Background: an optimization exercise with open tools, aiming at small area and a short achievable clock period. Do not read the settings as production practice. Only simulation tests tie the RTL to the original design; equivalence was not proved. Power and IR drop assume default switching activity.

==> build 60 <==
// mul32
module mul32 (
    input  logic        clk,
    input  logic        rst,
    input  logic        in_valid,
    input  logic [31:0] a,
    input  logic [31:0] b,
    output logic        out_valid,
    output logic [31:0] hi,
    output logic [31:0] lo
);
    logic bo0;
    logic bt0;
    logic bn0;
    logic bo1;
    logic bt1;
    logic bn1;
    logic bo2;
    logic bt2;
    logic bn2;
    logic bo3;
    logic bt3;
    logic bn3;
    logic bo4;
    logic bt4;
    logic bn4;
    logic bo5;
    logic bt5;
    logic bn5;
    logic bo6;
    logic bt6;
    logic bn6;
    logic bo7;
    logic bt7;
    logic bn7;
    logic bo8;
    logic bt8;
    logic bn8;
    logic bo9;
    logic bt9;
    logic bn9;
    logic bo10;
    logic bt10;
    logic bn10;
    logic bo11;
    logic bt11;
    logic bn11;
    logic bo12;
    logic bt12;
    logic bn12;
    logic bo13;
    logic bt13;
    logic bn13;
    logic bo14;
    logic bt14;
  ...
Settings: LEC_CHECK=0, CAP_MARGIN=20, CORE_MARGIN=2, CORE_UTILIZATION=60, CTS_CLUSTER_DIAMETER=100, CTS_CLUSTER_SIZE=20, PLACE_DENSITY=0.72, SETUP_SLACK_MARGIN=2.3, SLEW_MARGIN=60; clock period 5.0 ns.
standard.sh (not shown) runs the stock make flow with config.mk's settings and CLKGATE_MAP_FILE= SYNTH_SCRIPT=/design/flow/synth_recipe.tcl, a recipe that flattens the netlist after the stock synthesis.
==> flow/flow/run.sh <==
#!/bin/bash
# Standard ORFS layout, with one netlist pass between synthesis and floorplan:
# invopt.py removes inverters between full-adder cells (a full adder is
# self-dual, so a cell can take complemented inputs and give complemented
# outputs). nleq.py compares the two netlists on random vectors; if they differ,
# the standard netlist is used unchanged.
set -uo pipefail
R=orfs/results/sky130hd/mul32/base
bash standard.sh synth > synth.log 2>&1 || exit 1
cp $R/1_2_yosys.v $R/1_2_yosys_std.v
if python3 flow/invopt.py $R/1_2_yosys_std.v $R/1_2_yosys_opt.v > invopt.log 2>&1 &&
   python3 flow/nleq.py $R/1_2_yosys_std.v $R/1_2_yosys_opt.v > nleq.log 2>&1 &&
   grep -q "mismatches 0 " nleq.log; then
  cp $R/1_2_yosys_opt.v $R/1_2_yosys.v
  rm -f $R/1_synth.odb $R/1_synth.sdc
  bash standard.sh synth > synth2.log 2>&1 || exit 1
else
  echo "invopt not used" >> invopt.log
fi
# port buffers: a plain buf_2 on every input and output port instead of the
# delay buffer buffer_ports picks by default
export BUFFER_PORTS_ARGS="-buffer_cell sky130_fd_sc_hd__buf_2"
bash standard.sh > finish.log 2>&1
Other scripts of this flow, unchanged in this note and not shown: flow/flow/invopt.py, flow/flow/nleq.py
==> build 89: changes against build 60 <==
CORE_UTILIZATION = 45   (was 60)
PLACE_DENSITY = 0.6   (was 0.72)
SETUP_SLACK_MARGIN = 2.4   (was 2.3)
==> comparison <==
- Build 89 produced a clean layout. Build 60 produced a clean layout.
- Via count: build 60 is higher than build 89 (1.7%).
- Against build 60, the cell area of build 89 is higher by about 1.7%.
- Between build 89 and build 60, the lower global-route usage is in build 89 (gap 7.4 points).
- First-iteration DRC count: build 89 is lower than build 60 (about 17%).
- Synthesized area is the same in build 60 and build 89.
- In synthesized cell count, build 60 and build 89 do not differ.
- In flip-flop and latch count, build 60 and build 89 do not differ.
- Sequential power is about the same in build 60 and build 89.
- Between build 60 and build 89, the lower wire length is in build 60 (gap 4.7%, measured against build 89).
- Against build 60, the clock power of build 89 is higher by about 4%.
- Of build 60 and build 89, build 89 has the higher register-to-register slack (gap 0.097 ns).


==> exp/sierra: inputs <==
mul32, a different RTL version from the one above (not shown whole).
clock: 5.0 ns
lec_check: 0
cap_margin: 20
core_margin: 2
core_utilization: 45
cts_cluster_diameter: 100
cts_cluster_size: 20
place_density: 0.6
setup_slack_margin: 2.45
slew_margin: 60
Scripts as last shown in full above: flow/flow/run.sh
Other scripts of this flow, unchanged in this note and not shown: flow/flow/invopt.py, flow/flow/nleq.py
==> exp/onyx (differences from exp/sierra) <==
--- a/flow/config.mk
+++ b/flow/config.mk
@@ -11,5 +11,5 @@
 export CTS_CLUSTER_DIAMETER = 100
-export CTS_CLUSTER_SIZE = 20
+export CTS_CLUSTER_SIZE = 26
 export PLACE_DENSITY = 0.6
-export SETUP_SLACK_MARGIN = 2.45
+export SETUP_SLACK_MARGIN = 2.4
 export SLEW_MARGIN = 60
==> exp/nickel (differences from exp/sierra) <==
--- a/flow/config.mk
+++ b/flow/config.mk
@@ -13,3 +13,3 @@
 export PLACE_DENSITY = 0.6
-export SETUP_SLACK_MARGIN = 2.45
+export SETUP_SLACK_MARGIN = 2.4
 export SLEW_MARGIN = 60
==> flow_summary.toml <==
[status]
status = "complete, no violations"

[global_routing]
met1_usage = 0.3520

[timing]
relSlewSlack = 0.6014
fin_crit_ps = 2598

[power]
leakagePower_uw = 0.01537

[critical_path]
r2r_slack_ps = 2400

[place]
dp_slack_ps = 2123

[layout]
nNetsFinal = 3780

[route]
drt-pass1-iter-count = 5
the above is filed under exp/onyx

==> flow_summary.toml <==
[critical_path]
r2r_slack_ps = 2410

[timing]
relSlewSlack = 0.5967
final-hold-violation-count = 0
setup_viol = 0
fin_crit_ps = 2587

[floorplanning]
start_util = 0.4553
dieHeight_um = 292.5

[place]
dp_slack_ps = 2123

[layout]
inv_count = 201
nNetsFinal = 3788
multi_input_area_share = 0.5486
numSequentialCells = 679
syn_to_final_growth_pct = 6.007

[status]
status = "complete, no violations"

[route]
drt-pass1-iter-count = 7

[power]
leakagePower_uw = 0.01542

[global_routing]
met1_usage = 0.3512
the above is filed under exp/nickel

==> flow_summary.toml <==
[timing]
finalCritPeriodShare = 0.5256
relSlewSlack = 0.5974
fin_crit_ps = 2628

[clock_tree]
cts_inserted_buffers = 41
root_buffer = "clkbuf_16"

[layout]
regMostFlops = "vld"
multi_input_area_share = 0.5488
nNetsFinal = 3791
diodes = 2

[power]
pwr-share-seq = 0.330
leakagePower_uw = 0.01543

[status]
status = "complete, no violations"

[global_routing]
grt_max_degree = 22
met1_usage = 0.3635

[critical_path]
r2r_slack_ps = 2370
crit_path_max_incr_delay_ps = 570

[hold_path]
min_to = "r4_sum3$_DFF_P_"

[route]
drt-pass1-iter-count = 6
the above is filed under exp/sierra

## port drivers added, routing unchanged
In the flow no input, the clock included, has a driving cell. The finished layouts below were timed again as built, in two steps. Step 1: set_driving_cell puts a clkbuf_16 on clk and a buf_2 on each other input, an assumption about the parent block. Step 2 also shifts input and output timing later by t, the mid clock arrival at the registers, as if the neighbouring blocks saw the same clock. Three values: no drivers, after step 1, after step 2; two values: the first two.
run	t (ns)	slack for setup (ns)	worst hold slack (ns)
build 60	0.658	2.280 / 2.280 / 2.280	0.329 / 0.329 / 0.329
build 89	0.666	2.377 / 2.377 / 2.377	0.322 / 0.322 / 0.322
exp/sierra	0.659	2.372 / 2.372 / 2.372	0.330 / 0.330 / 0.330
exp/onyx	0.644	2.402 / 2.402 / 2.402	0.335 / 0.335 / 0.335
exp/nickel	0.661	2.413 / 2.413 / 2.413	0.326 / 0.326 / 0.326
After both steps every run listed still meets setup and hold.
